Background: an optimization exercise with open tools, aiming at small area, a short achievable clock period and few clock cycles. Do not read the settings as production practice.
The RTL was checked by simulation tests, not by an equivalence proof against the original design.
Power is estimated from default activity; no workload was simulated.

[flow/run.sh]
#!/bin/bash
# synth_recipe.tcl (not shown) runs the flow's synth.tcl, then flattens the netlist and writes it again
# the make line also repeats each setting of config.mk as NAME=value (left out here)
make -C /OpenROAD-flow-scripts/flow DESIGN_CONFIG=/design/flow/config.mk WORK_HOME=/design/flow/orfs CLKGATE_MAP_FILE= SYNTH_SCRIPT=/design/flow/synth_recipe.tcl finish
[flow/config.mk]
export PLATFORM = sky130hd
export DESIGN_NAME = cqt_decoder
export DESIGN_NICKNAME = cqt_decoder
export VERILOG_FILES = /design/flow/design.v
export SDC_FILE = /design/flow/constraint.sdc
export NUM_CORES = 4
export LEC_CHECK = 0
export CAP_MARGIN = 20
export CORE_MARGIN = 2
export CORE_UTILIZATION = 40
export SLEW_MARGIN = 20
[flow/constraint.sdc]
create_clock -name core_clock -period 6.0 [get_ports {clk}]
set_input_delay 1.2000 -clock core_clock [delete_from_list [all_inputs] [get_ports {clk}]]
set_output_delay 1.2000 -clock core_clock [all_outputs]
set_load 0.01 [all_outputs]
[flow/design.v]
package cqt_pkg;
    localparam int CTB_LOG2    = 6;
    localparam int MIN_CU_LOG2 = 3;
    localparam int MAX_DEPTH   = CTB_LOG2 - MIN_CU_LOG2;
    localparam int GRID        = 1 << MAX_DEPTH;
    typedef logic [9:0]  ctx_addr_t;
    typedef logic [11:0] pix_x_t;
    typedef logic [10:0] pix_y_t;
    typedef logic [5:0]  ctb_col_t;
    typedef logic [4:0]  ctb_row_t;
endpackage
`timescale 1ns/1ns
module cqt_decoder
#(
    parameter int MAX_CTB_COLS = 64   
) (
    input  logic        clk,
    input  logic        rst_n,
    input  logic        cqt_start,
    input  cqt_pkg::ctb_col_t    ctb_x,
    input  cqt_pkg::ctb_row_t    ctb_y,
    input  cqt_pkg::pix_x_t      pic_width,
    input  cqt_pkg::pix_y_t      pic_height,
    output logic        bin_req,
    output cqt_pkg::ctx_addr_t   ctx_addr,
    input  logic        bin,
    input  logic        bin_vld,
    output logic        cu_valid,
    input  logic        cu_ready,
    output cqt_pkg::pix_x_t      cu_x,
    output cqt_pkg::pix_y_t      cu_y,
    output logic [2:0]  cu_log2_size,
    output logic        busy,
    output logic        ctb_done
);
    function automatic logic [2:0] last(input logic [2:0] x, input logic [1:0] d);
        case (d)
            2'd0:    last = 3'd7;
            2'd1:    last = x | 3'd3;
            2'd2:    last = x | 3'd1;
            default: last = x;
        endcase
    endfunction
    function automatic logic fits(input logic [2:0] x, input logic [2:0] y,
                                  input logic [1:0] d,
                                  input logic [7:0] wm, input logic [7:0] hm);
        fits = wm[last(x, d)] && hm[last(y, d)];
    endfunction
    function automatic logic [7:0] therm(input logic [3:0] n);
        for (int i = 0; i < 8; i++)
            therm[i] = (4'(i) < n);
    endfunction
    function automatic logic [6:0] sib(input logic [2:0] x, input logic [2:0] y,
                                       input int k,
                                       input logic [7:0] wm, input logic [7:0] hm);
        logic [2:0] hs, pm, px, py;
        logic       xr, yb;
        hs = 3'b100 >> (k - 1);
        pm = ~((hs << 1) - 3'd1);
        px = x & pm;
        py = y & pm;
        xr = wm[px | hs];
        yb = hm[py | hs];
        sib = '0;
        case ({|(y & hs), |(x & hs)})
            2'b00: begin
                if (xr)      sib = {1'b1, px | hs, py};
                else if (yb) sib = {1'b1, px, py | hs};
            end
            2'b01: if (yb) sib = {1'b1, px, py | hs};
            2'b10: if (xr) sib = {1'b1, px | hs, py | hs};
            default: ;
        endcase
    endfunction
    function automatic logic [5:0] zidx(input logic [2:0] x, input logic [2:0] y);
        zidx = {y[2], x[2], y[1], x[1], y[0], x[0]};
    endfunction
    logic        busy_q;
    logic        done_q;
    logic        start;
    logic [3:0]  w_q, h_q;        
    logic [5:0]  sel_q;           
    logic        byp_q;           
    logic        s0_q;
    logic [3:0]  s1_q;            
    logic [15:0] s2_q;            
    logic [6:0]  lb_q;            
    logic [6:0]  ab_q;            
    logic [4:0]  shreg [MAX_CTB_COLS];
    logic        req_q;           
    logic        wait_q;          
    logic [2:0]  fx_q, fy_q;      
    logic [1:0]  fd_q;
    logic        sv_q;            
    logic [2:0]  sx_q, sy_q;
    logic [1:0]  sd_q;
    logic        c1_q, c0_q;      
    logic [2:0]  ux_q, uy_q;      
    logic        uend_q;          
    logic        ov_q;            
    logic [2:0]  ox_q, oy_q;
    logic [1:0]  od_q;
    assign start = cqt_start && !busy_q;
    logic [7:0] wm, hm;       
    logic [7:0] wmf, hmf;     
    assign wm  = therm(w_q);
    assign hm  = therm(h_q);
    assign wmf = {1'b0, wm[7:1]};
    assign hmf = {1'b0, hm[7:1]};
    logic [3:0] w_in, h_in;
    logic [6:0] cols_in;
    logic       lav, aav;
    assign w_in    = (ctb_x == pic_width[11:6])  ? {1'b0, pic_width[5:3]}  : 4'd8;
    assign h_in    = (ctb_y == pic_height[10:6]) ? {1'b0, pic_height[5:3]} : 4'd8;
    assign cols_in = {1'b0, pic_width[11:6]} + 7'(pic_width[5:3] != 3'd0);
    assign lav     = (ctb_x != '0);
    assign aav     = (ctb_y != '0);
    function automatic logic [1:0] nb_ctx(input logic [2:0] x, input logic [2:0] y,
                                          input logic [1:0] d,
                                          input logic [3:0] s1, input logic [15:0] s2,
                                          input logic [6:0] lb, input logic [6:0] ab,
                                          input logic la, input logic aa);
        logic cl, ca;
        logic [2:0] ux, uy;
        ux = x - 3'd1;
        uy = y - 3'd1;
        if (x == 3'd0) begin
            case (d)
                2'd0:    cl = lb[0];
                2'd1:    cl = y[2] ? lb[2] : lb[1];
                default: cl = lb[6:3] >> y[2:1];
            endcase
            cl = cl && la;
        end else begin
            case (d)
                2'd1:    cl = y[2] ? s1[2] : s1[0];
                default: cl = s2[{y[2], ux[2], y[1], ux[1]}];
            endcase
        end
        if (y == 3'd0) begin
            case (d)
                2'd0:    ca = ab[0];
                2'd1:    ca = x[2] ? ab[2] : ab[1];
                default: ca = ab[6:3] >> x[2:1];
            endcase
            ca = ca && aa;
        end else begin
            case (d)
                2'd1:    ca = x[2] ? s1[1] : s1[0];
                default: ca = s2[{uy[2], x[2], uy[1], x[1]}];
            endcase
        end
        nb_ctx = {cl, ca};
    endfunction
    logic [1:0] d0_in;
    logic       has0_in;
    logic [1:0] ctx0_in;
    always_comb begin
        has0_in = 1'b1;
        if (w_in == 4'd8 && h_in == 4'd8)      d0_in = 2'd0;
        else if (w_in >= 4'd4 && h_in >= 4'd4) d0_in = 2'd1;
        else begin
            d0_in   = 2'd2;
            has0_in = (w_in >= 4'd2 && h_in >= 4'd2);
        end
        ctx0_in = nb_ctx(3'd0, 3'd0, d0_in, 4'd0, 16'd0, lb_q, ab_q, lav, aav);
    end
    logic [6:0] fs1, fs2;
    logic       nsv;
    logic [2:0] nsx, nsy;
    logic [1:0] nsd;
    always_comb begin
        fs1 = sib(fx_q, fy_q, 1, wmf, hmf);
        fs2 = sib(fx_q, fy_q, 2, wmf, hmf);
        nsv = 1'b0;
        nsx = fs1[5:3];
        nsy = fs1[2:0];
        nsd = 2'd1;
        if (fd_q == 2'd2 && fs2[6]) begin
            nsv = 1'b1;
            nsx = fs2[5:3];
            nsy = fs2[2:0];
            nsd = 2'd2;
        end else if (fd_q != 2'd0 && fs1[6]) begin
            nsv = 1'b1;
            nsd = fits(nsx, nsy, 2'd1, wm, hm) ? 2'd1 : 2'd2;
        end
    end
    always_ff @(posedge clk) begin
        sv_q <= nsv;
        sx_q <= nsx;
        sy_q <= nsy;
        sd_q <= nsd;
    end
    logic [1:0] ctx_s;      
    logic [1:0] ctx_s1;     
    logic [1:0] ctx_c;      
    always_comb begin
        ctx_s  = nb_ctx(sx_q, sy_q, sd_q, s1_q, s2_q, lb_q, ab_q, lav, aav);
        ctx_s1 = ctx_s | {sd_q == 2'd2 && sy_q == fy_q && {1'b0, sx_q} == ({1'b0, fx_q} + 4'd2),
                          sd_q == 2'd2 && sx_q == fx_q && {1'b0, sy_q} == ({1'b0, fy_q} + 4'd2)};
        ctx_c  = nb_ctx(fx_q, fy_q, fd_q + 2'd1, s1_q, s2_q, lb_q, ab_q, lav, aav);
    end
    logic ans;
    logic down;
    assign ans  = wait_q && bin_vld;
    assign down = bin && fd_q != 2'd2;
    always_ff @(posedge clk) begin
        if (!rst_n) begin
            req_q  <= 1'b0;
            wait_q <= 1'b0;
        end else if (start) begin
            req_q  <= has0_in;
            wait_q <= 1'b0;
        end else if (req_q) begin
            req_q  <= 1'b0;
            wait_q <= 1'b1;
        end else if (ans) begin
            wait_q <= 1'b0;
            req_q  <= down || sv_q;
        end
    end
    always_ff @(posedge clk) begin
        if (start) begin
            fx_q <= 3'd0;
            fy_q <= 3'd0;
            fd_q <= d0_in;
            {c1_q, c0_q} <= {&ctx0_in, ^ctx0_in};
        end else if (ans) begin
            if (down) begin
                fd_q <= fd_q + 2'd1;
                {c1_q, c0_q} <= {&ctx_c, ^ctx_c};
            end else begin
                fx_q <= sx_q;
                fy_q <= sy_q;
                fd_q <= sd_q;
                if (bin)
                    {c1_q, c0_q} <= {&ctx_s1, ^ctx_s1};
                else
                    {c1_q, c0_q} <= {&ctx_s, ^ctx_s};
            end
        end
    end
    always_ff @(posedge clk) begin
        if (start) begin
            s0_q <= 1'b0;
            s1_q <= '0;
            s2_q <= '0;
        end else if (ans && bin) begin
            case (fd_q)
                2'd0: s0_q <= 1'b1;
                2'd1: s1_q[{fy_q[2], fx_q[2]}] <= 1'b1;
                default: s2_q[{fy_q[2], fx_q[2], fy_q[1], fx_q[1]}] <= 1'b1;
            endcase
        end
    end
    assign bin_req  = req_q;
    assign ctx_addr = {7'd0, 1'b1, c1_q, c0_q};
    logic       fw_idle;
    logic [1:0] leaf_d;       
    logic [6:0] cs1, cs2, cs3;
    logic       known;
    logic       at_pend;
    logic       cu_ok;
    logic [1:0] cu_d;
    logic       nv;           
    logic [2:0] nx, ny;
    assign fw_idle = !req_q && !wait_q;
    always_comb begin
        if (fits(ux_q, uy_q, 2'd0, wm, hm) && !s0_q)
            leaf_d = 2'd0;
        else if (fits(ux_q, uy_q, 2'd1, wm, hm) && !s1_q[{uy_q[2], ux_q[2]}])
            leaf_d = 2'd1;
        else if (fits(ux_q, uy_q, 2'd2, wm, hm) && !s2_q[{uy_q[2], ux_q[2], uy_q[1], ux_q[1]}])
            leaf_d = 2'd2;
        else
            leaf_d = 2'd3;
        at_pend = (ux_q == fx_q) && (uy_q == fy_q);
        known   = fw_idle || (zidx(ux_q, uy_q) < zidx(fx_q, fy_q));
        cu_d    = leaf_d;
        cu_ok   = 1'b0;
        if (!uend_q) begin
            if (known)
                cu_ok = 1'b1;
            else if (at_pend && ans) begin
                if (!bin) begin
                    cu_ok = 1'b1;
                    cu_d  = fd_q;
                end else if (fd_q == 2'd2) begin
                    cu_ok = 1'b1;
                    cu_d  = 2'd3;
                end
            end
        end
        cs1 = sib(ux_q, uy_q, 1, wm, hm);
        cs2 = sib(ux_q, uy_q, 2, wm, hm);
        cs3 = sib(ux_q, uy_q, 3, wm, hm);
        if (cu_d == 2'd3 && cs3[6])
            {nv, nx, ny} = cs3;
        else if (cu_d >= 2'd2 && cs2[6])
            {nv, nx, ny} = cs2;
        else if (cu_d >= 2'd1 && cs1[6])
            {nv, nx, ny} = cs1;
        else
            {nv, nx, ny} = 7'd0;
    end
    logic take;
    assign take = !ov_q || cu_ready;
    always_ff @(posedge clk) begin
        if (!rst_n) begin
            ov_q <= 1'b0;
        end else if (start) begin
            ov_q <= 1'b0;
        end else if (busy_q && take) begin
            ov_q <= cu_ok;
        end
    end
    always_ff @(posedge clk) begin
        if (start) begin
            ux_q   <= 3'd0;
            uy_q   <= 3'd0;
            uend_q <= 1'b0;
        end else if (busy_q && take && cu_ok) begin
            ox_q   <= ux_q;
            oy_q   <= uy_q;
            od_q   <= cu_d;
            ux_q   <= nx;
            uy_q   <= ny;
            uend_q <= !nv;
        end
    end
    assign cu_valid     = ov_q;
    assign cu_x         = {ctb_x, ox_q, 3'b000};
    assign cu_y         = {ctb_y, oy_q, 3'b000};
    assign cu_log2_size = 3'd6 - {1'b0, od_q};
    always_ff @(posedge clk) begin
        if (!rst_n) begin
            busy_q <= 1'b0;
            done_q <= 1'b0;
        end else if (start) begin
            busy_q <= 1'b1;
            done_q <= 1'b0;
        end else if (done_q) begin
            busy_q <= 1'b0;
            done_q <= 1'b0;
        end else begin
            done_q <= busy_q && uend_q && take;
        end
    end
    assign busy     = busy_q;
    assign ctb_done = done_q;
    always_ff @(posedge clk) begin
        if (start) begin
            w_q   <= w_in;
            h_q   <= h_in;
            sel_q <= 6'(cols_in - 7'd2);
            byp_q <= (cols_in == 7'd1);
        end
    end
    logic       full;
    logic [6:0] bot;       
    logic [4:0] bot_enc;
    logic [6:0] tap_dec;
    assign full = (w_q == 4'd8) && (h_q == 4'd8);
    assign bot  = {s2_q[15], s2_q[14], s2_q[11], s2_q[10],
                   s1_q[3] || !full,
                   s1_q[2] || !(w_q >= 4'd4 && h_q == 4'd8),
                   s0_q || !full};
    function automatic logic [4:0] enc(input logic [6:0] t);
        if (t[1] && t[2]) enc = {1'b1, t[3], t[4], t[5], t[6]};
        else if (t[1])    enc = {3'b001, t[3], t[4]};
        else if (t[2])    enc = {3'b010, t[5], t[6]};
        else              enc = {4'b0000, t[0]};
    endfunction
    function automatic logic [6:0] dec(input logic [4:0] e);
        if (e[4])                 dec = {e[0], e[1], e[2], e[3], 3'b111};
        else if (e[3:2] == 2'b01) dec = {2'b00, e[0], e[1], 3'b011};
        else if (e[3:2] == 2'b10) dec = {e[0], e[1], 2'b00, 3'b101};
        else                      dec = {6'd0, e[0]};
    endfunction
    assign bot_enc = enc(bot);
    assign tap_dec = dec(shreg[sel_q]);
    always_ff @(posedge clk) begin
        if (done_q) begin
            shreg[0] <= bot_enc;
            for (int i = 1; i < MAX_CTB_COLS; i++)
                shreg[i] <= shreg[i-1];
            lb_q <= {s2_q[15], s2_q[13], s2_q[7], s2_q[5], s1_q[3], s1_q[1], s0_q};
            ab_q <= byp_q ? bot : tap_dec;
        end
    end
endmodule
==> out/qor.txt, run 1 <==
Post-DP HPWL -> 33.0 mm
Pwr Total -> 6.46 mW
Layout net count -> 1522
DR top layer -> met4
Starting Density -> 40.4%
Max Slew Vio Count -> 0
CP top delay family -> compound AO/OA/AOI/OAI gates
Die Y -> 220 um
Clock Sinks -> 405
Hold Fails Final Rpt -> 0
Initial DRC count -> 1417
Port Buffers -> 59
Peak VDD IR -> 0.228 mV
Total core area -> 0.0464 mm2
DRC violations left -> 0
FMAX -> 256 MHz
Post-synthesis sequential area ratio -> 62.6%
H-tree depth -> 2
Status -> complete, no violations
Post-synthesis compound-gate area fraction -> 12.7%
Num CTS Buffers -> 45
DR WL met2 -> 22.4 mm
Syn_area_per_cell -> 13.1 um2
Worst Tran Pin Value -> 1230 ps
Metal3 WL -> 4.52 mm
Fin crit share -> 65.0%
Startpoint Class -> flop
Antenna Nets Post-Route -> 0
Setup repair after global routing missed its margin -> false
Filler instances -> 4146
Rows -> 79
Vias in the first global route -> 12198
Skew final -> 28.6 ps
R2r setup slk -> 2100 ps
Synth-to-layout area growth -> 12.6%
Pleak -> 6.69 nW
First-pass GRT wire length -> 74.8 mm
Final period demand of the worst path -> 3900 ps
TritonCTS clock tree -> yes
Power density cells -> 306 mW/mm2
Largest family of logic cells by synthesized area -> compound AO/OA/AOI/OAI gates
Largest net degree at the start of global routing -> 184
Hold-fix buffers, CTS -> 0
Routability congestion estimate -> 0.905
TritonRoute pass-1 iters -> 6
Critical-path cell list -> buf_4 > and4bb_2 > a22oi_1 > a41oi_1 > a2111oi_0 > nand4_1 > o22ai_1 > o211a_1 > a22oi_1
Min Hold Slack -> 441 ps
Worst-path clk slew -> 60 ps
Die area -> 0.0486 mm2
Gr usage total -> 20.5%
Worst Path Max Fanout -> 44
CTS root buffer -> clkbuf_16
Max-cap violations -> 0
Max incr delay on CP -> 640 ps
Via-to-Cell Ratio -> 6.02
Slew margin rel. -> 18.0%
Ant diodes -> 0
CP endpoint kind -> flop
Vias post-DR -> 12623
XOR/XNOR Fraction of Synth Area -> 1.08%
Warnings, synthesis -> 2
Main synth FF type -> edfxtp_1
Slowest CP cell -> edfxtp_1
Sequential Area -> 0.0117 mm2
Routed length on met1 -> 21.3 mm
Synth Instances -> 1426
Hold WC Path Type -> reg -> reg
Post-synthesis mux area share -> 6.57%
DR WL/cell -> 23.7 um
CP Data Arrival Time -> 4210 ps
GR Overflow Total -> 0
Asr flop ratio synth -> 0%
Multi-input logic area -> 0.00630 mm2
Seq cells post-synth -> 405
Mapped Area -> 0.0187 mm2
Setup TNS -> 0 ps
Routed WL -> 49.8 mm
Synth Area in Adders -> 2.10%
Clk Latency, worst-skew pair -> 590 ps
Post_cts resized -> 0
Cell mode on critical path -> a22oi_1
Worst Path Buf+Inv -> 1
Final Setup Violations -> 0
Die Wd -> 220 um
Classification of the worst setup path -> reg -> reg
Layout cells sized above 1 -> 10.6%
Yosys cell types -> 95
Synth Area in Simple Gates -> 10.8%
Antenna violations before repair -> 0
Clock tree buffer depth -> 3
Post-CTS Setup Repair Bufs -> 0
Worst Path Required -> 6310 ps
Top Ports -> 80
EDFF count, synth -> 361
[sequential cells by signal, summed over array words and instances (netlist names), 3 cells and up]
| name | flops |
|---|---|
| sel_q | 6 |
| ox_q | 3 |
| lb_q | 7 |
| w_q | 4 |
| ux_q | 3 |
| shreg | 320 |
| ab_q | 7 |
| s1_q | 4 |
| oy_q | 3 |
| s2_q | 16 |
| h_q | 4 |
| uy_q | 3 |
[metal layers]
metal	global-route usage [%]	up-vias
met3	4.38	95
met2	30.8	613
met1	29.2	6336
li1	-	5579
met5	0	-
met4	7.32	0
[per-stage QoR]
stage | setup slack (ps) | utilization [%] | cells | area (um2)
global route | 1880 | 45.5 | 2096 | 21100
floorplan | 585 | - | 1438 | 18800
finish | 2100 | 45.5 | 2096 | 21100
CTS | 2050 | 45.5 | 2096 | 21100
detailed placement | 1570 | 42.5 | 2013 | 19700
global placement | 1670 | 42.5 | 2013 | 19700
[synthesized netlist by cell type (all sizes together) (20+ instances only)]
cell type  count  share of area, %
edfxtp       361                58
nor2          96               1.9
nand2         84               1.7
a21oi         82               2.2
buf           75               2.5
o21ai         62               1.7
a22oi         50               2.0
nand3         47               1.3
dfxtp         44               4.7
clkbuf        42               1.0
mux2i         36               1.9
inv           33              0.66
ha            29               1.9
mux4          29               3.6
nor2b         26              0.87
a31oi         22              0.73
a221oi        21               1.0
nor3          20              0.53
[worst register-to-register path: stages, from the launching register on]
cell and delay, ps:
edfxtp_1 640, buf_4 530, and4bb_2 510, a22oi_1 260, a41oi_1 140, a2111oi_0 490, nand4_1 230, o22ai_1 510
o211a_1 250, a22oi_1 80
[worst paths after layout]
kind | from | end | cells past startpoint
setup reg to reg | sel_q[5] | ab_q[0] | 9
setup / recovery | sel_q[5] | ab_q[0] | 9
hold / removal | shreg[3][0] | shreg[4][0] | 0
hold reg to reg | shreg[3][0] | shreg[4][0] | 0
[where the power goes]
group	leakage [nW]	switching, mW	total (mW)	internal (mW)
clock	0.670	1.15	2.60	1.46
combinational	2.65	0.398	0.640	0.241
sequential	3.37	0.0779	3.22	3.14
[final cells by class]
class,count,share of cell area [%]
Timing Repair Buffer,85,3.84
Sequential cell,405,55.6
Clock buffer,56,5.64
Clock inverter,27,0.872
Tap cell,607,3.60
Inverter,34,0.605
Multi-Input combinational cell,882,29.9
[placed cells by master, fill, tap and decap left out, types with 13 or more instances in the layout]
cell type / n
a221oi_1: 20
a31oi_1: 22
nand3_1: 47
and3_1: 15
xnor2_1: 14
clkinv_1: 14
a22oi_1: 50
edfxtp_1: 361
dfxtp_1: 43
conb_1: 14
a21oi_1: 82
nor3_1: 20
buf_4: 24
ha_1: 29
mux4_2: 25
and2_1: 13
o21ai_0: 61
nor2b_1: 26
nor2_1: 96
nand4_1: 15
inv_1: 33
mux2_2: 18
clkdlybuf4s50_1: 59
clkbuf_16: 46
mux2i_1: 36
nand2_1: 84
[kinds of logic after synthesis]
group                    Yosys count
AO/OA/AOI/OAI                    346
XOR/XNOR                          23
adder cells (fa/ha/maj)           32
buffers and inverters            151
flip-flops                       405
multiplexers                      83
other                              2
AND/OR/NAND/NOR                  384
Testbench counts, summed over its fixed seeds: cycles 32,788.
==> inputs of run 2 (changes only) <==
--- a/flow/design.v
+++ b/flow/design.v
@@ -80,3 +80,3 @@
     logic        start;
-    logic [3:0]  w_q, h_q;        
+    logic [7:1]  wm_q, hm_q;      
     logic [5:0]  sel_q;           
@@ -105,4 +105,4 @@
     logic [7:0] wmf, hmf;     
-    assign wm  = therm(w_q);
-    assign hm  = therm(h_q);
+    assign wm  = {wm_q, 1'b1};
+    assign hm  = {hm_q, 1'b1};
     assign wmf = {1'b0, wm[7:1]};
@@ -110,2 +110,3 @@
     logic [3:0] w_in, h_in;
+    logic [7:0] wm_in, hm_in;
     logic [6:0] cols_in;
@@ -114,2 +115,4 @@
     assign h_in    = (ctb_y == pic_height[10:6]) ? {1'b0, pic_height[5:3]} : 4'd8;
+    assign wm_in   = therm(w_in);
+    assign hm_in   = therm(h_in);
     assign cols_in = {1'b0, pic_width[11:6]} + 7'(pic_width[5:3] != 3'd0);
@@ -278,18 +281,8 @@
         at_pend = (ux_q == fx_q) && (uy_q == fy_q);
-        known   = fw_idle || (zidx(ux_q, uy_q) < zidx(fx_q, fy_q));
-        cu_d    = leaf_d;
-        cu_ok   = 1'b0;
-        if (!uend_q) begin
-            if (known)
-                cu_ok = 1'b1;
-            else if (at_pend && ans) begin
-                if (!bin) begin
-                    cu_ok = 1'b1;
-                    cu_d  = fd_q;
-                end else if (fd_q == 2'd2) begin
-                    cu_ok = 1'b1;
-                    cu_d  = 2'd3;
-                end
-            end
-        end
+        known   = fw_idle || !at_pend;
+        cu_ok   = !uend_q && (known || (ans && (!bin || fd_q == 2'd2)));
+        if (known)
+            cu_d = leaf_d;
+        else
+            cu_d = bin ? 2'd3 : fd_q;
         cs1 = sib(ux_q, uy_q, 1, wm, hm);
@@ -353,4 +346,4 @@
         if (start) begin
-            w_q   <= w_in;
-            h_q   <= h_in;
+            wm_q  <= wm_in[7:1];
+            hm_q  <= hm_in[7:1];
             sel_q <= 6'(cols_in - 7'd2);
@@ -363,6 +356,6 @@
     logic [6:0] tap_dec;
-    assign full = (w_q == 4'd8) && (h_q == 4'd8);
+    assign full = wm[7] && hm[7];
     assign bot  = {s2_q[15], s2_q[14], s2_q[11], s2_q[10],
                    s1_q[3] || !full,
-                   s1_q[2] || !(w_q >= 4'd4 && h_q == 4'd8),
+                   s1_q[2] || !(wm[3] && hm[7]),
                    s0_q || !full};
@@ -381,8 +374,11 @@
     assign bot_enc = enc(bot);
-    assign tap_dec = dec(shreg[sel_q]);
+    logic [7:0] ins;
+    always_comb
+        for (int m = 0; m < 8; m++)
+            ins[m] = (sel_q[5:3] == 3'(7 - m));
+    assign tap_dec = dec(shreg[{3'd7, sel_q[2:0]}]);
     always_ff @(posedge clk) begin
         if (done_q) begin
-            shreg[0] <= bot_enc;
-            for (int i = 1; i < MAX_CTB_COLS; i++)
-                shreg[i] <= shreg[i-1];
+            for (int i = 0; i < MAX_CTB_COLS; i++)
+                shreg[i] <= (i % 8 == 0 && (i == 0 || ins[i / 8])) ? bot_enc : shreg[(i + MAX_CTB_COLS - 1) % MAX_CTB_COLS];
             lb_q <= {s2_q[15], s2_q[13], s2_q[7], s2_q[5], s1_q[3], s1_q[1], s0_q};
--- a/flow/config.mk
+++ b/flow/config.mk
@@ -7,2 +7,3 @@
 export LEC_CHECK = 0
+export ABC_AREA = 1
 export CAP_MARGIN = 20
@@ -10,2 +11,3 @@
 export CORE_UTILIZATION = 40
+export SETUP_SLACK_MARGIN = 3.5
 export SLEW_MARGIN = 20
==> run 2 against run 1 <==
Count of clock-buffer cells in the layout shrank 8. Clock power about the same. Sequential power up 3%. Combinational power grew 22%. Hold slack got worse by 29 ps. Power increased by 3.7%. Die area down 12%. Maximum frequency is 48% higher. Non-clock buffer count rose by 30. Flip-flop and latch count grew 6.
==> out/qor.txt, run 2 <==
Pwr Total -> 6.70 mW (+3.7%)
Die Y -> 207 um (-6.2%)
Port Buffers -> 59 (unchanged)
Syn_area_per_cell -> 12.4 um2 (-5.8%)
EDFF count, synth -> 367 (+1.7%)
Main synth FF type -> edfxtp_1
TritonRoute pass-1 iters -> 5 (-1)
Initial DRC count -> 884 (-38%)
Routed WL -> 35.9 mm (-28%)
Hold-fix buffers, CTS -> 0 (unchanged)
Worst Path Max Fanout -> 3 (-93%)
Num CTS Buffers -> 42 (-6.7%)
Biggest regs -> shreg x320, s2_q x16
Starting Density -> 40.3% (-0.062 points)
Max incr delay on CP -> 120 ps (-520 ps)
Most frequent cells in the layout -> edfxtp_1 (367), nand2_1 (209), o21ai_0 (127)
Skew final -> 28.7 ps (+0.109 ps)
Worst-path clk slew -> 60 ps (about the same)
CP endpoint kind -> primary output
Synth top cells by count -> edfxtp_1 (367), nand2_1 (219), inv_1 (138)
Slew margin rel. -> 36.7% (+19 points)
Setup repair after global routing missed its margin -> true
GR Overflow Total -> 0 (unchanged)
Power density cells -> 339 mW/mm2 (+11%)
Post-DP HPWL -> 22.5 mm (-32%)
Asr flop ratio synth -> 0% (unchanged)
Rows -> 74 (-6.3%)
Clk pwr share -> 38.7% (-1.6 points)
Critical-path cell list -> buf_12 > buf_6
Final Setup Violations -> 0 (unchanged)
Hold WC Path Type -> reg -> reg
Largest register FFs -> 320 (unchanged)
Post-Layout Cell Count -> 2007 (-4.2%)
CTS root buffer -> clkbuf_16
Synth-to-layout area growth -> 20.1%
First-pass GRT wire length -> 54.7 mm (-27%)
Clock tree buffer depth -> 3 (unchanged)
Mapped Area -> 0.0164 mm2 (-12%)
P_int -> 5.01 mW (+3.6%)
Fin crit share -> 43.8% (-21 points)
Synth Instances -> 1328 (-6.9%)
Total core area -> 0.0407 mm2 (-12%)
Peak VDD IR -> 0.233 mV (+2.2%)
Routability congestion estimate -> 0.869 (-4.0%)
Setup TNS -> 0 ps (unchanged)
Via-to-Cell Ratio -> 5.05 (-16%)
Clk Latency, worst-skew pair -> 570 ps (-20 ps)
Pleak -> 7.21 nW (+7.8%)
Comb pwr share -> 11.6% (+1.7 points)
CP Data Arrival Time -> 1430 ps (-2780 ps)
DR WL/cell -> 17.9 um (-25%)
Yosys cell types -> 45 (-53%)
CP top delay family -> buffers and inverters
Sw Share -> 25.2% (+0.062 points)
TritonCTS clock tree -> yes
Antenna violations before repair -> 1 (+1)
Placed Instances -> 1885 (-6.4%)
Layout net count -> 1507 (-0.99%)
Vias in the first global route -> 9558 (-22%)
Filler instances -> 3556 (-14%)
Final period demand of the worst path -> 2630 ps (-1270 ps)
Warnings, synthesis -> 2 (unchanged)
Worst Tran Pin Value -> 949 ps (-278 ps)
Synth area leader -> edfxtp_1
Antenna Nets Post-Route -> 0 (unchanged)
Commonest non-fill, non-tap cell in the layout -> edfxtp_1
Top Ports -> 80 (unchanged)
Status -> complete, no violations
Final Core Density -> 48.5% (+3.0 points)
Die Wd -> 207 um (-6.2%)
Share of the synthesized area in the top cell type -> 67.1% (+9.2 points)
Synth area leaders -> edfxtp_1 (67%), dfxtp_1 (5.4%), nand2_1 (5.0%)
Worst Path Buf+Inv -> 2 (+1)
Startpoint Class -> primary input
Slowest CP cell -> buf_12
Post-synthesis sequential area ratio -> 72.4% (+9.8 points)
Largest net degree at the start of global routing -> 77 (-58%)
Min Hold Slack -> 412 ps (-29.4 ps)
Layout cells sized above 1 -> 15.3% (+4.7 points)
FMAX -> 380 MHz (+48%)
Clock Sinks -> 411 (+1.5%)
Max Slew Vio Count -> 0 (unchanged)
Max-cap violations -> 0 (unchanged)
Worst Path Required -> 4800 ps (-1510 ps)
H-tree depth -> 2 (unchanged)
Hold Fails Final Rpt -> 0 (unchanged)
Top reg by flops -> shreg
DRC violations left -> 0 (unchanged)
Most frequent cell after synthesis -> edfxtp_1
Seq cells post-synth -> 411 (+1.5%)
Classification of the worst setup path -> in -> out
Gr usage total -> 17.0% (-3.5 points)
Die area -> 0.0427 mm2 (-12%)
Sequential share of power -> 49.6% (-0.2 points)
Sw Pwr -> 1.69 mW (+3.9%)
Vias post-DR -> 10141 (-20%)
==> run 2: changes by cell type in the layout (fill, tap and decap cells not counted), sizes merged, moves of 15 or more <==
cell,before,now
mux2,18,0
mux4,29,0
a221oi,21,2
and3,15,0
a22oi,50,0
nand2,84,223
clkdlybuf4s50,59,7
mux2i,36,0
o21ai,62,135
dlygate4sd2,0,17
inv,35,142
nor2b,26,0
nor2,96,65
buf,26,83
==> run 2: metrics by stage <==
step / setup slack [ps] / instance area, um2
floorplan: 2270 / 16600
global placement: 2120 / 17600
detailed placement: 2150 / 17600
CTS: 3310 / 19500
global route: 3360 / 19700
finish: 3370 / 19700
==> run 2: final timing paths <==
kind,startpoint,to,slack [ps],cells past startpoint
min reg2reg,shreg[11][0],shreg[12][0],410,0
min,shreg[11][0],shreg[12][0],410,0
max,ctb_x[1],cu_x[7],3370,2
max reg2reg,fx_q[1],c0_q,3540,12
==> run 2: routing by layer <==
layer  share of wire, %  track usage, %  vias up
met5                  0               0        -
met3                4.5            2.37       57
met2                 47            26.6      235
li1                   -               -     4891
met4                2.5            5.98        0
met1                 46            24.4     4958
==> run 2: cell type report <==
class                      count  area, um2  area share, %
sequential                   411      11900           60.4
tap                          532        666           3.37
clock buffer                  48       1100           5.60
timing repair buffer         115       1170           5.92
inverter                     147        586           2.97
clock inverter                27        273           1.38
multi-input combinational    726       4020           20.4
antenna                        1       2.50         0.0127
==> run 2: what timing repair did <==
item                       CTS  global route
setup endpoints to repair  186            40
buffers inserted            29            16
resized for setup          240            44
pin swaps                   23            15
gates cloned                 1             0
hold endpoints to repair     0             0
==> run 2: kinds of logic after synthesis <==
family | count (synthesis) | share of synthesized area (%)
compound gates | 272 | 8.88
xor+xnor | 22 | 1.17
fa+ha+maj | 24 | 1.83
buf+inv | 203 | 5.37
flops | 411 | 72.4
other cells | 2 | 0.0457
simple gates | 394 | 10.3
==> run 2: power by group through the flow <==
| stage | Combinational (mW) | Clock (mW) | Sequential (mW) |
|---|---|---|---|
| 6_report | 0.780 | 2.60 | 3.33 |
| 5_1_grt | 0.873 | 2.76 | 3.34 |
| 4_1_cts | 0.745 | 2.66 | 3.32 |
| 3_5_place_dp | 0.702 | 0 | 3.39 |
| 3_3_place_gp | 0.696 | 0 | 3.39 |
| 2_1_floorplan | 0.515 | 0 | 3.35 |
Testbench counts of run 2, summed over its fixed seeds: cycles 32,788.
==> inputs of run 3 (changes only) <==
--- a/flow/design.v
+++ b/flow/design.v
@@ -101,3 +101,3 @@
     logic [2:0]  ox_q, oy_q;
-    logic [1:0]  od_q;
+    logic [2:0]  osz_q;           
     assign start = cqt_start && !busy_q;
@@ -109,3 +109,3 @@
     assign hmf = {1'b0, hm[7:1]};
-    logic [3:0] w_in, h_in;
+    logic       xfull, yfull;     
     logic [7:0] wm_in, hm_in;
@@ -113,6 +113,9 @@
     logic       lav, aav;
-    assign w_in    = (ctb_x == pic_width[11:6])  ? {1'b0, pic_width[5:3]}  : 4'd8;
-    assign h_in    = (ctb_y == pic_height[10:6]) ? {1'b0, pic_height[5:3]} : 4'd8;
-    assign wm_in   = therm(w_in);
-    assign hm_in   = therm(h_in);
+    assign xfull   = (ctb_x != pic_width[11:6]);
+    assign yfull   = (ctb_y != pic_height[10:6]);
+    always_comb
+        for (int i = 0; i < 8; i++) begin
+            wm_in[i] = xfull || (3'(i) < pic_width[5:3]);
+            hm_in[i] = yfull || (3'(i) < pic_height[5:3]);
+        end
     assign cols_in = {1'b0, pic_width[11:6]} + 7'(pic_width[5:3] != 3'd0);
@@ -159,12 +162,19 @@
     logic       has0_in;
-    logic [1:0] ctx0_in;
+    logic       k0, k1, k2;
+    logic       c1_0, c1_1, c1_2, c0_0, c0_1, c0_2;
+    logic       c1_in, c0_in;
     always_comb begin
-        has0_in = 1'b1;
-        if (w_in == 4'd8 && h_in == 4'd8)      d0_in = 2'd0;
-        else if (w_in >= 4'd4 && h_in >= 4'd4) d0_in = 2'd1;
-        else begin
-            d0_in   = 2'd2;
-            has0_in = (w_in >= 4'd2 && h_in >= 4'd2);
-        end
-        ctx0_in = nb_ctx(3'd0, 3'd0, d0_in, 4'd0, 16'd0, lb_q, ab_q, lav, aav);
+        has0_in = wm_in[1] && hm_in[1];
+        k0 = xfull && yfull;
+        k1 = !k0 && wm_in[3] && hm_in[3];
+        k2 = !k0 && !(wm_in[3] && hm_in[3]);
+        d0_in = {k2, k1};
+        c1_0 = lav && aav && lb_q[0] && ab_q[0];
+        c1_1 = lav && aav && lb_q[1] && ab_q[1];
+        c1_2 = lav && aav && lb_q[3] && ab_q[3];
+        c0_0 = (lav && lb_q[0]) ^ (aav && ab_q[0]);
+        c0_1 = (lav && lb_q[1]) ^ (aav && ab_q[1]);
+        c0_2 = (lav && lb_q[3]) ^ (aav && ab_q[3]);
+        c1_in = (k0 && c1_0) || (k1 && c1_1) || (k2 && c1_2);
+        c0_in = (k0 && c0_0) || (k1 && c0_1) || (k2 && c0_2);
     end
@@ -230,3 +240,3 @@
             fd_q <= d0_in;
-            {c1_q, c0_q} <= {&ctx0_in, ^ctx0_in};
+            {c1_q, c0_q} <= {c1_in, c0_in};
         end else if (ans) begin
@@ -318,3 +328,3 @@
             oy_q   <= uy_q;
-            od_q   <= cu_d;
+            osz_q  <= 3'd6 - {1'b0, cu_d};
             ux_q   <= nx;
@@ -325,5 +335,12 @@
     assign cu_valid     = ov_q;
-    assign cu_x         = {ctb_x, ox_q, 3'b000};
-    assign cu_y         = {ctb_y, oy_q, 3'b000};
-    assign cu_log2_size = 3'd6 - {1'b0, od_q};
+    logic [5:0] cx_q;
+    logic [4:0] cy_q;
+    always_ff @(posedge clk)
+        if (start) begin
+            cx_q <= ctb_x;
+            cy_q <= ctb_y;
+        end
+    assign cu_x         = {cx_q, ox_q, 3'b000};
+    assign cu_y         = {cy_q, oy_q, 3'b000};
+    assign cu_log2_size = osz_q;
     always_ff @(posedge clk) begin
--- a/flow/config.mk
+++ b/flow/config.mk
@@ -11,3 +11,3 @@
 export CORE_UTILIZATION = 40
-export SETUP_SLACK_MARGIN = 3.5
+export SETUP_SLACK_MARGIN = 3.6
 export SLEW_MARGIN = 20
==> run 3 against run 2 <==
Register-to-register slack better by 130 ps. Highest routed layer unchanged. Non-clock buffer count increased by 3. Cell area rose by 2.4%. Critical path depth increased by 9. Global-route usage down 0.81 points. Cell count grew 2.1%. Die area rose by 2.4%. Largest cell class unchanged.
==> out/qor.txt, run 3 <==
Starting Density -> 40.3% (about the same)
Worst Path Max Fanout -> 3 (unchanged)
Clock Sinks -> 423 (+2.9%)
Most frequent cell after synthesis -> edfxtp_1
Max Slew Vio Count -> 0 (unchanged)
Routed WL -> 35.7 mm (-0.66%)
Critical-path cell list -> dlygate4sd2_1 > nor2_2 > nand4_1 > buf_4 > nand3_1 > nand3_1 > ha_1 > nand2_1 > a21oi_1 > a211oi_2 > nor2_1
Top reg by flops -> shreg
Worst reg2reg path startpoint -> s1_q[2]
Post-synthesis sequential area ratio -> 72.9% (+0.44 points)
Reg2reg path depth -> 6 (-6)
CTS root buffer -> clkbuf_16
FMAX -> 418 MHz (+10%)
Share of the synthesized area in the top cell type -> 67.6% (+0.57 points)
Post-DP HPWL -> 22.6 mm (+0.70%)
TritonRoute pass-1 iters -> 7 (+2)
Vias post-DR -> 10356 (+2.1%)
Worst Path Required -> 6310 ps (+1510 ps)
Startpoint Class -> primary input
Die Wd -> 209 um (+1.2%)
Initial DRC count -> 845 (-4.4%)
Final Setup Violations -> 0 (unchanged)
Synth-to-layout area growth -> 20.2% (about the same)
Top Ports -> 80 (unchanged)
Slowest CP cell -> ha_1
H-tree depth -> 2 (unchanged)
Yosys cell types -> 51 (+13%)
Main synth FF type -> edfxtp_1
Hold WC Path Type -> reg -> reg
Power density cells -> 342 mW/mm2 (+0.79%)
Critical Path Start -> ctb_x[2]
Via-to-Cell Ratio -> 5.05 (about the same)
DRC violations left -> 0 (unchanged)
Die Y -> 209 um (+1.2%)
Warnings, synthesis -> 2 (unchanged)
Placed Instances -> 1915 (+1.6%)
Biggest regs -> shreg x320, s2_q x16
Post-Layout Cell Count -> 2049 (+2.1%)
DR WL/cell -> 17.4 um (-2.7%)
Status -> complete, no violations
Pleak -> 7.35 nW (+2.0%)
Syn_area_per_cell -> 12.6 um2 (+1.5%)
Fin crit share -> 39.9% (-4.0 points)
Setup TNS -> 0 ps (unchanged)
R2r endpoint -> shreg[8][0]
Antenna Nets Post-Route -> 0 (unchanged)
Setup repair after global routing missed its margin -> true
Total core area -> 0.0418 mm2 (+2.5%)
Num CTS Buffers -> 44 (+4.8%)
Asr flop ratio synth -> 0% (unchanged)
Peak VDD IR -> 0.238 mV (+2.4%)
First-pass GRT wire length -> 54.6 mm (-0.19%)
Most frequent cells in the layout -> edfxtp_1 (379), nand2_1 (210), o21ai_0 (103)
Largest register FFs -> 320 (unchanged)
Seq cells post-synth -> 423 (+2.9%)
Skew final -> 18.7 ps (-10.0 ps)
Routability congestion estimate -> 0.869 (about the same)
Cell mode on critical path -> nand3_1
Synth Instances -> 1340 (+0.90%)
Port Buffers -> 59 (unchanged)
Max incr delay on CP -> 300 ps (+180 ps)
Synth area leaders -> edfxtp_1 (68%), dfxtp_1 (5.2%), nand2_1 (4.9%)
Clk Latency, worst-skew pair -> 570 ps (about the same)
Layout cells sized above 1 -> 18.9% (+3.6 points)
Synth top cells by count -> edfxtp_1 (379), nand2_1 (220), inv_1 (119)
Gr usage total -> 16.2% (-0.81 points)
Vias in the first global route -> 10031 (+4.9%)
TritonCTS clock tree -> yes
Final period demand of the worst path -> 2390 ps (-239 ps)
Setup crit end -> c0_q
Clock tree buffer depth -> 3 (unchanged)
Pwr Total -> 6.92 mW (+3.2%)
DP Area -> 0.0180 mm2 (+2.6%)
Max-cap violations -> 0 (unchanged)
Synth area leader -> edfxtp_1
R2r setup slk -> 3670 ps (+130 ps)
Rows -> 75 (+1.4%)
Classification of the worst setup path -> in -> reg
Die area -> 0.0437 mm2 (+2.4%)
Hold-fix buffers, CTS -> 0 (unchanged)
Antenna violations before repair -> 2 (+1)
GR Overflow Total -> 0 (unchanged)
Worst Tran Pin Value -> 838 ps (-111 ps)
Worst-path clk slew -> 60 ps (about the same)
CP Data Arrival Time -> 2700 ps (+1270 ps)
Largest net degree at the start of global routing -> 166 (+120%)
Mapped Area -> 0.0168 mm2 (+2.4%)
Finished Cell Area -> 0.0202 mm2 (+2.4%)
Commonest non-fill, non-tap cell in the layout -> edfxtp_1
EDFF count, synth -> 379 (+3.3%)
Slew margin rel. -> 44.2% (+7.4 points)
Layout net count -> 1540 (+2.2%)
CP endpoint kind -> flop
Hold Fails Final Rpt -> 0 (unchanged)
[run 3: kinds of logic (layout without fill, tap and decap cells)]
kind of cell | count (synthesis) | count (layout) | share of synthesized area [%]
and+or+nand+nor | 447 | 447 | 11.6
DFF | 423 | 423 | 72.9
AOI/OAI and AO/OA | 247 | 247 | 7.96
buffers and inverters | 174 | 331 | 4.52
adders and majority gates | 26 | 26 | 1.93
xor gates and xnor gates | 19 | 19 | 0.989
other | 2 | 15 | 0.0446
muxes | 2 | 2 | 0.119
[run 3: area by class of cell]
class | count | area [um2]
Fill cell | 3627 | 21500
Sequential cell | 423 | 12300
Multi-Input combinational cell | 755 | 4220
Clock buffer | 54 | 1150
Timing Repair Buffer | 118 | 1060
Tap cell | 539 | 674
Inverter | 132 | 533
Clock inverter | 27 | 277
Antenna cell | 1 | 2.50
[run 3: layer usage]
layer / vias to the layer above / wire length (um) / track usage, %
met5: - / 0 / 0
met4: 0 / 1090 / 5.84
met3: 71 / 1990 / 3.70
met2: 287 / 15900 / 24.6
met1: 5006 / 16700 / 22.8
li1: 4992 / - / -
[run 3: power breakdown]
| group | internal [mW] | switching [mW] | leakage [nW] |
|---|---|---|---|
| Combinational | 0.322 | 0.522 | 2.88 |
| Sequential | 3.32 | 0.0790 | 3.78 |
| Clock | 1.55 | 1.13 | 0.689 |
| Total | 5.19 | 1.73 | 7.35 |
[run 3: what timing repair did]
item / in CTS / in global routing
cloned: 1 / 0
pin swaps: 21 / 36
setup buffers: 27 / 24
gates resized for setup: 172 / 79
setup endpoints to repair: 375 / 49
[run 3: worst min path at each step]
| stage | startpoint | end | slack, ps | cells past startpoint |
|---|---|---|---|---|
| after global placement | shreg[38][0] | shreg[39][0] | 400 | 0 |
| after CTS | shreg[9][2] | shreg[10][2] | 410 | 0 |
| final | shreg[32][2] | shreg[33][2] | 410 | 0 |
| after detailed placement | shreg[9][2] | shreg[10][2] | 400 | 0 |
| after global routing | shreg[0][3] | shreg[1][3] | 420 | 0 |
| after floorplan | shreg[9][0] | shreg[10][0] | 400 | 0 |
[run 3: worst max-delay path: cells and delay by family]
family	cells	cell delay, ps
buf+inv	2	450
simple gates	6	490
compound gates	2	250
fa+ha+maj	1	300
[run 3: stage by stage]
| stage | hold slack (ps) | utilization (%) | setup WS (ps) |
|---|---|---|---|
| after floorplan | 400 | - | 2270 |
| after global placement | 401 | 43.2 | 2290 |
| after detailed placement | 405 | 43.2 | 2270 |
| after CTS | 413 | 47.6 | 3580 |
| after global routing | 419 | 48.4 | 3520 |
| final | 408 | 48.4 | 3610 |
Testbench counts of run 3, summed over its fixed seeds: cycles 32,788.
==> inputs of run 4 (changes only) <==
--- a/flow/config.mk
+++ b/flow/config.mk
@@ -11,2 +11,5 @@
 export CORE_UTILIZATION = 40
+export CTS_BUF_LIST = sky130_fd_sc_hd__clkbuf_16
+export CTS_CLUSTER_DIAMETER = 80
+export CTS_CLUSTER_SIZE = 30
 export SETUP_SLACK_MARGIN = 3.6
==> run 4 against run 3 <==
Count of clock-buffer cells in the layout decreased by 31. Sequential power about the same. Highest routed layer unchanged. Cell area decreased by 3.0%. Via count decreased by 1.4%. Cell count decreased by 1.8%. Area after synthesis unchanged. Worst setup slack improved by 15 ps. Register-to-register slack got worse by 30 ps. Clock power decreased by 32%. Global-route usage decreased by 0.43 points.
==> out/qor.txt, run 4 <==
Starting Density -> 40.3% (unchanged)
DR WL/cell -> 17.6 um (+1.2%)
Synth top cells by count -> edfxtp_1 (379), nand2_1 (220), inv_1 (119)
Synth area leader -> edfxtp_1
Vias post-DR -> 10212 (-1.4%)
FMAX -> 421 MHz (+0.64%)
CP Data Arrival Time -> 1180 ps (-1520 ps)
Hold EP -> shreg[46][4]
Share of the synthesized area in the top cell type -> 67.6% (unchanged)
Worst reg2reg path startpoint -> sx_q[1]
Synth area leaders -> edfxtp_1 (68%), dfxtp_1 (5.2%), nand2_1 (4.9%)
Filler instances -> 3671 (+1.2%)
Worst Path Max Fanout -> 1 (-2)
Setup TNS -> 0 ps (unchanged)
Fin crit share -> 39.6% (-0.25 points)
R2r endpoint -> c0_q
Antenna Nets Post-Route -> 0 (unchanged)
DRC violations left -> 0 (unchanged)
Clock tree buffer depth -> 3 (unchanged)
Met2 Usage GRT -> 24.2% (-0.43 points)
Top reg by flops -> shreg
Clock Sinks -> 423 (unchanged)
Final Core Density -> 47.0% (-1.4 points)
TritonRoute pass-1 iters -> 6 (-1)
R2r setup slk -> 3640 ps (-30 ps)
DP Area -> 0.0180 mm2 (unchanged)
GR Overflow Total -> 0 (unchanged)
Port Buffers -> 59 (unchanged)
Main synth FF type -> edfxtp_1
CP top delay family -> flip-flops
Synth Instances -> 1340 (unchanged)
Post-synthesis sequential area ratio -> 72.9% (unchanged)
Max Slew Vio Count -> 0 (unchanged)
Top Ports -> 80 (unchanged)
Reg2reg path depth -> 12 (+6)
Largest net degree at the start of global routing -> 166 (unchanged)
Ant diodes -> 0 (-1)
Largest register FFs -> 320 (unchanged)
Clk Latency, worst-skew pair -> 570 ps (about the same)
Peak VDD IR -> 0.211 mV (-12%)
Worst Path Required -> 4800 ps (-1510 ps)
Pwr Total -> 6.05 mW (-13%)
Total core area -> 0.0418 mm2 (unchanged)
Synth-to-layout area growth -> 16.6%
Layout cells sized above 1 -> 19.0% (+0.12 points)
Num CTS Buffers -> 23 (-48%)
CP endpoint kind -> primary output
TritonCTS clock tree -> yes
Initial DRC count -> 737 (-13%)
Die area -> 0.0437 mm2 (unchanged)
Hold WC Path Type -> reg -> reg
Seq cells post-synth -> 423 (unchanged)
Antenna violations before repair -> 0 (-2)
Worst-path clk slew -> 100 ps (+40 ps)
Syn_area_per_cell -> 12.6 um2 (unchanged)
H-tree depth -> 1 (-1)
Die Y -> 209 um (unchanged)
Slew margin rel. -> 41.6% (-2.6 points)
Hold Fails Final Rpt -> 0 (unchanged)
Worst Path Buf+Inv -> 1 (-1)
Slowest CP cell -> edfxtp_1
Final period demand of the worst path -> 2380 ps (-15.1 ps)
Setup repair after global routing missed its margin -> true
Die Wd -> 209 um (unchanged)
Worst Tran Pin Value -> 876 ps (+38.6 ps)
Status -> complete, no violations
Asr flop ratio synth -> 0% (unchanged)
Biggest regs -> shreg x320, s2_q x16
HP Start -> shreg[45][4]
Cell count of the worst hold path -> 0 (unchanged)
Routability congestion estimate -> 0.869 (unchanged)
Most frequent cells in the layout -> edfxtp_1 (379), nand2_1 (209), inv_1 (102)
Yosys cell types -> 51 (unchanged)
Power density cells -> 308 mW/mm2 (-9.9%)
CTS root buffer -> clkbuf_16
EDFF count, synth -> 379 (unchanged)
Layout net count -> 1525 (-0.97%)
Routed WL -> 35.5 mm (-0.65%)
GRT met1 Usage -> 23.0% (+0.21 points)
Mapped Area -> 0.0168 mm2 (unchanged)
Max-cap violations -> 0 (unchanged)
Vias in the first global route -> 9777 (-2.5%)
Critical-path cell list -> buf_2
Most used routing layer -> met2
Via-to-Cell Ratio -> 5.08 (+0.42%)
Post-DP HPWL -> 22.6 mm (unchanged)
Classification of the worst setup path -> reg -> out
Rows -> 75 (unchanged)
Finished Cell Area -> 0.0196 mm2 (-3.0%)
Skew final -> 29.2 ps (+10.5 ps)
Warnings, synthesis -> 2 (unchanged)
Commonest non-fill, non-tap cell in the layout -> edfxtp_1
First-pass GRT wire length -> 53.7 mm (-1.5%)
Gr usage total -> 15.7% (-0.43 points)
Most frequent cell after synthesis -> edfxtp_1
Met3 usage -> 2.60% (-1.1 points)
Startpoint Class -> flop
Pleak -> 7.07 nW (-3.9%)
Final Setup Violations -> 0 (unchanged)
Max incr delay on CP -> 440 ps (+140 ps)
==> run 4: what timing repair did <==
action | 4_1_cts | 5_1_grt
hold buffers | 0 | 0
setup endpoints to repair | 373 | 56
gates cloned | 1 | 0
pin swaps | 20 | 40
gates resized for setup | 186 | 114
buffers inserted | 28 | 29
==> run 4: layer usage <==
layer  vias to the layer above  part of all wire (%)
met5                         -                     0
met3                        55                   5.1
met1                      4963                    47
met4                         0                   2.4
met2                       266                    45
li1                       4928                     -
==> run 4: report_power, final <==
| group | switching, mW | internal (mW) |
|---|---|---|
| logic | 0.530 | 0.320 |
| registers | 0.0766 | 3.31 |
| clock network | 1.04 | 0.772 |
| total | 1.65 | 4.40 |
==> run 4: cell type report <==
cell class                 instances  area [um2]  area share (%)
clock buffer                      23         576            2.93
clock inverter                    16         216            1.10
inverter                         132         553            2.82
multi-input combinational        755        4250            21.7
sequential                       423       12300            62.7
tap                              539         674            3.44
timing repair buffer             124        1040            5.29
==> run 4: worst max-delay path by stage <==
| stage | start | depth (start not counted) | end |
|---|---|---|---|
| floorplan | done_q | 0 | ctb_done |
| global placement | cqt_start | 6 | c0_q |
| detailed placement | cqt_start | 6 | c0_q |
| CTS | sy_q[1] | 12 | c0_q |
| global route | sx_q[1] | 12 | c0_q |
| finish | cx_q[0] | 1 | cu_x[6] |
==> run 4: kinds of logic (layout without fill, tap and decap cells) <==
group	count (synthesis)	in the layout	synth area share [%]
buffers and inverters	174	295	4.52
AOI/OAI and AO/OA	247	247	7.96
adders and majority gates	26	26	1.93
muxes	2	2	0.119
other	2	14	0.0446
xor gates and xnor gates	19	19	0.989
and+or+nand+nor	447	447	11.6
DFF	423	423	72.9
==> run 4: stage by stage <==
| stage | setup slack (ps) | std cells | hold WS (ps) |
|---|---|---|---|
| after floorplan | 2270 | 1352 | 400 |
| after global placement | 2290 | 1915 | 401 |
| after detailed placement | 2270 | 1915 | 405 |
| after CTS | 3580 | 1983 | 414 |
| after global routing | 3550 | 2012 | 423 |
| final | 3620 | 2012 | 408 |
==> inputs of run 5 (changes only) <==
--- a/flow/config.mk
+++ b/flow/config.mk
@@ -10,3 +10,3 @@
 export CORE_MARGIN = 2
-export CORE_UTILIZATION = 40
+export CORE_UTILIZATION = 50
 export CTS_BUF_LIST = sky130_fd_sc_hd__clkbuf_16
==> run 5 against run 4 <==
Sequential power hardly changed. Maximum frequency decreased by 0.34%. Area after synthesis unchanged. Sequential share of layout area grew 0.62 points. Global-route usage is 4.3 points higher. Utilization is 11 points higher. Via count shrank 0.60%. Clock skew shrank 18 ps. First-iteration DRC count is 35% higher. Flip-flop and latch count unchanged. Critical path type is now in -> reg. Largest cell class unchanged. Highest routed layer unchanged.
==> out/qor.txt, run 5 <==
Post-DP HPWL -> 22.6 mm (-0.21%)
Layout cells sized above 1 -> 17.0% (-2.0 points)
Pleak -> 6.98 nW (-1.3%)
CTS root buffer -> clkbuf_16
CP endpoint kind -> flop
R2r setup slk -> 3690 ps (+50 ps)
Max incr delay on CP -> 460 ps (+20 ps)
Fin worst setup slack -> 3620 ps (-8.09 ps)
Pwr Total -> 5.84 mW (-3.5%)
Largest family of logic cells by synthesized area -> simple AND/OR/NAND/NOR gates
Peak VDD IR -> 0.236 mV (+12%)
Slowest CP cell -> clkdlybuf4s50_1
Syn_area_per_cell -> 12.6 um2 (unchanged)
Sw Pwr -> 1.54 mW (-6.7%)
Die area -> 0.0351 mm2 (-20%)
TritonRoute pass-1 iters -> 5 (-1)
TritonCTS clock tree -> yes
Worst Path Buf+Inv -> 2 (+1)
Comb pwr share -> 14.7% (+0.7 points)
Clk pwr share -> 27.3% (-2.7 points)
Hold WC Path Type -> reg -> reg
Starting Density -> 50.4% (+10 points)
Largest register FFs -> 320 (unchanged)
XOR/XNOR Fraction of Synth Area -> 0.989% (unchanged)
Total core area -> 0.0334 mm2 (-20%)
CP Data Arrival Time -> 2850 ps (+1670 ps)
Sequential Area -> 0.0123 mm2 (about the same)
Die Y -> 187 um (-10%)
Top Ports -> 80 (unchanged)
Finished Cell Area -> 0.0194 mm2 (-1.0%)
Crit. path cell count -> 9 (+8)
H-tree depth -> 1 (unchanged)
Clock Sinks -> 423 (unchanged)
Worst Path Max Fanout -> 13 (+12)
Reg2reg path depth -> 19 (+7)
Status -> complete, no violations
Asr flop ratio synth -> 0% (unchanged)
Vias post-DR -> 10151 (-0.60%)
Slew margin rel. -> 33.6% (-7.9 points)
FMAX -> 419 MHz (-0.34%)
Filler instances -> 2733 (-26%)
Die Wd -> 187 um (-10%)
Seq cells post-synth -> 423 (unchanged)
Worst Tran Pin Value -> 995 ps (+119 ps)
GR Overflow Total -> 0 (unchanged)
Num CTS Buffers -> 20 (-13%)
DR WL/cell -> 18.8 um (+6.8%)
Routed WL -> 35.9 mm (+1.3%)
Commonest non-fill, non-tap cell in the layout -> edfxtp_1
Share of the synthesized area in the top cell type -> 67.6% (unchanged)
Synth Area in Simple Gates -> 11.6% (unchanged)
Synth area leaders -> edfxtp_1 (68%), dfxtp_1 (5.2%), nand2_1 (4.9%)
Startpoint Class -> primary input
Most frequent cells in the layout -> edfxtp_1 (379), nand2_1 (207), inv_1 (100)
Worst Path Required -> 6470 ps (+1670 ps)
Synth Instances -> 1340 (unchanged)
Synth top cells by count -> edfxtp_1 (379), nand2_1 (220), inv_1 (119)
Worst-path clk slew -> 100 ps (about the same)
Top reg by flops -> shreg
DRC violations left -> 0 (unchanged)
Ant diodes -> 0 (unchanged)
Most frequent cell after synthesis -> edfxtp_1
Biggest regs -> shreg x320, s2_q x16
Max-cap violations -> 0 (unchanged)
Synth area leader -> edfxtp_1
Hold Fails Final Rpt -> 0 (unchanged)
Rows -> 67 (-11%)
HP Start -> shreg[42][2]
Multi-input logic area -> 0.00429 mm2 (+0.85%)
Min Hold Slack -> 418 ps (+10.1 ps)
Yosys cell types -> 51 (unchanged)
Power density cells -> 301 mW/mm2 (-2.5%)
DP Area -> 0.0179 mm2 (-0.59%)
Skew final -> 11.0 ps (-18.2 ps)
Hold-fix buffers, CTS -> 0 (unchanged)
Setup crit end -> uy_q[1]
Critical Path Start -> bin_vld
Vias in the first global route -> 9525 (-2.6%)
Warnings, synthesis -> 2 (unchanged)
Fin crit share -> 39.7% (+0.13 points)
Post-synthesis compound-gate area fraction -> 7.96% (unchanged)
Classification of the worst setup path -> in -> reg
Routability congestion estimate -> 0.903 (+3.9%)
Mapped Area -> 0.0168 mm2 (unchanged)
Sw Share -> 26.3% (-0.92 points)
Layout net count -> 1520 (-0.33%)
Setup repair after global routing missed its margin -> true
Via-to-Cell Ratio -> 5.32 (+4.8%)
Synth Area in Adders -> 1.93% (unchanged)
Port Buffers -> 59 (unchanged)
P_int -> 4.30 mW (-2.3%)
Clock tree buffer depth -> 3 (unchanged)
Critical-path cell list -> clkdlybuf4s50_1 > nand2_1 > nor2_4 > o21ai_2 > inv_4 > nand2_4 > o21ai_2 > nand2_1 > nor2_2
Setup TNS -> 0 ps (unchanged)
Largest net degree at the start of global routing -> 165 (-0.60%)
Gr usage total -> 20.0% (+4.3 points)
Sequential share of power -> 58.0% (+2.0 points)
Initial DRC count -> 994 (+35%)
Antenna Nets Post-Route -> 0 (unchanged)
Final Setup Violations -> 0 (unchanged)
DP Worst Slack -> 2280 ps (+13.5 ps)
Synth-to-layout area growth -> 15.4%
Final period demand of the worst path -> 2380 ps (+8.09 ps)
CP top delay family -> simple AND/OR/NAND/NOR gates
EDFF count, synth -> 379 (unchanged)
Post-synthesis sequential area ratio -> 72.9% (unchanged)
R2r endpoint -> uy_q[2]
Max Slew Vio Count -> 0 (unchanged)
Post-synthesis mux area share -> 0.119% (unchanged)
Clk Latency, worst-skew pair -> 540 ps (-30 ps)
Antenna violations before repair -> 1 (+1)
Main synth FF type -> edfxtp_1
First-pass GRT wire length -> 54.4 mm (+1.2%)
Worst reg2reg path startpoint -> ux_q[1]
## run 5: cell count changes in the layout (fill, tap and decap cells not counted), moves of 3 or more
cell / delta
nor2_2: -3
buf_2: -11
nand3_2: -3
nand3_4: +3
clkbuf_2: -3
buf_12: -3
dfxtp_1: +3
clkdlybuf4s15_1: +19
## run 5: repair_timing
action | in CTS | in global routing
buffers inserted | 29 | 23
cloned | 2 | 1
pin swaps | 20 | 37
gates resized for setup | 153 | 114
setup endpoints to repair | 289 | 195
## run 5: logic make-up after synthesis
family | after synthesis
AO/OA/AOI/OAI | 247
multiplexers | 2
flip-flops | 423
other | 2
AND/OR/NAND/NOR | 447
XOR/XNOR | 19
buffers and inverters | 174
adder cells (fa/ha/maj) | 26
## run 5: power groups by stage
stage	Combinational, mW	Sequential [mW]	Clock (mW)
after global placement	0.668	3.46	0
final	0.856	3.39	1.59
after detailed placement	0.676	3.46	0
after floorplan	0.483	3.44	0
after CTS	0.761	3.39	1.65
after global routing	0.953	3.40	1.75
## run 5: per-layer routing
metal	global-route usage (%)	wire [um]	vias to the layer above
li1	-	-	4915
met1	30.0	16900	4918
met2	30.8	16300	271
met3	2.96	1940	47
met4	5.57	754	0
met5	0	0	-
## run 5: worst register-to-register path, cell delays in order (launching register included)
cell,delay (ps)
dfxtp_4,470
inv_6,70
buf_4,130
nand2_1,40
nand2_1,90
nor2_2,130
nand3_2,110
buf_4,170
nand2_1,70
nand2_2,90
inv_2,100
ha_4,200
nand3_4,90
nand2_4,90
nor2_4,40
nand2_2,70
nand2_2,70
nand2_2,70
nand2_2,40
a21oi_2,100
## run 5: layout make-up
type / count / share of cell area [%]
timing repair inverter: 1 / 0.0451
multi-input combinational: 755 / 22.1
sequential: 423 / 63.4
timing repair buffer: 121 / 5.52
clock inverter: 8 / 0.515
tap: 448 / 2.89
inverter: 132 / 2.87
clock buffer: 21 / 2.71
## run 5: per-stage QoR
stage,utilization [%],std cells
finish,58.2,1909
global route,58.2,1909
CTS,57.1,1885
detailed placement,53.7,1825
global placement,53.7,1825
floorplan,-,1352
## run 5: worst min path at each step
stage | to | slack, ps | depth (start not counted)
global placement | shreg[2][0] | 400 | 0
floorplan | shreg[10][0] | 400 | 0
CTS | shreg[43][2] | 420 | 0
detailed placement | shreg[10][3] | 400 | 0
finish | shreg[43][2] | 420 | 0
global route | shreg[15][1] | 430 | 0

==> afterwards: timing with drivers on the ports <==
Ports are ideal in the flow. The routed layouts listed here were re-timed in OpenROAD.
Step 1 (the two cells are an assumption about what drives the block):
set clk [get_ports {clk}]
set_driving_cell -lib_cell sky130_fd_sc_hd__clkbuf_16 $clk
set_driving_cell -lib_cell sky130_fd_sc_hd__buf_2 [delete_from_list [all_inputs] $clk]
Step 2 moves the port delays by t, midway between the first and last clock arrival at a register: inputs arrive t later, outputs are due t later. That takes back most of the time a late clock gives input paths.
a / b / c = ideal / step 1 / step 2; a / b = the first two.
run | t, ns | slack for setup (ns) | worst setup path after step 2 | worst data-port slew with drivers (ns)
run 1 | 0.635 | 2.100 / 2.100 / 1.584 | input to register | 0.04
run 2 | 0.613 | 3.370 / 3.324 / 2.830 | input to register | 0.07
run 3 | 0.613 | 3.608 / 3.599 / 3.010 | input to register | 0.07
run 4 | 0.609 | 3.623 / 3.572 / 3.032 | input to register | 0.07
run 5 | 0.581 | 3.615 / 3.600 / 3.065 | input to register | 0.05
After both steps every run listed still meets setup and hold. For run 3, which loses most, drivers alone change the setup slack by -0.009 ns; drivers and shift together by -0.598 ns.
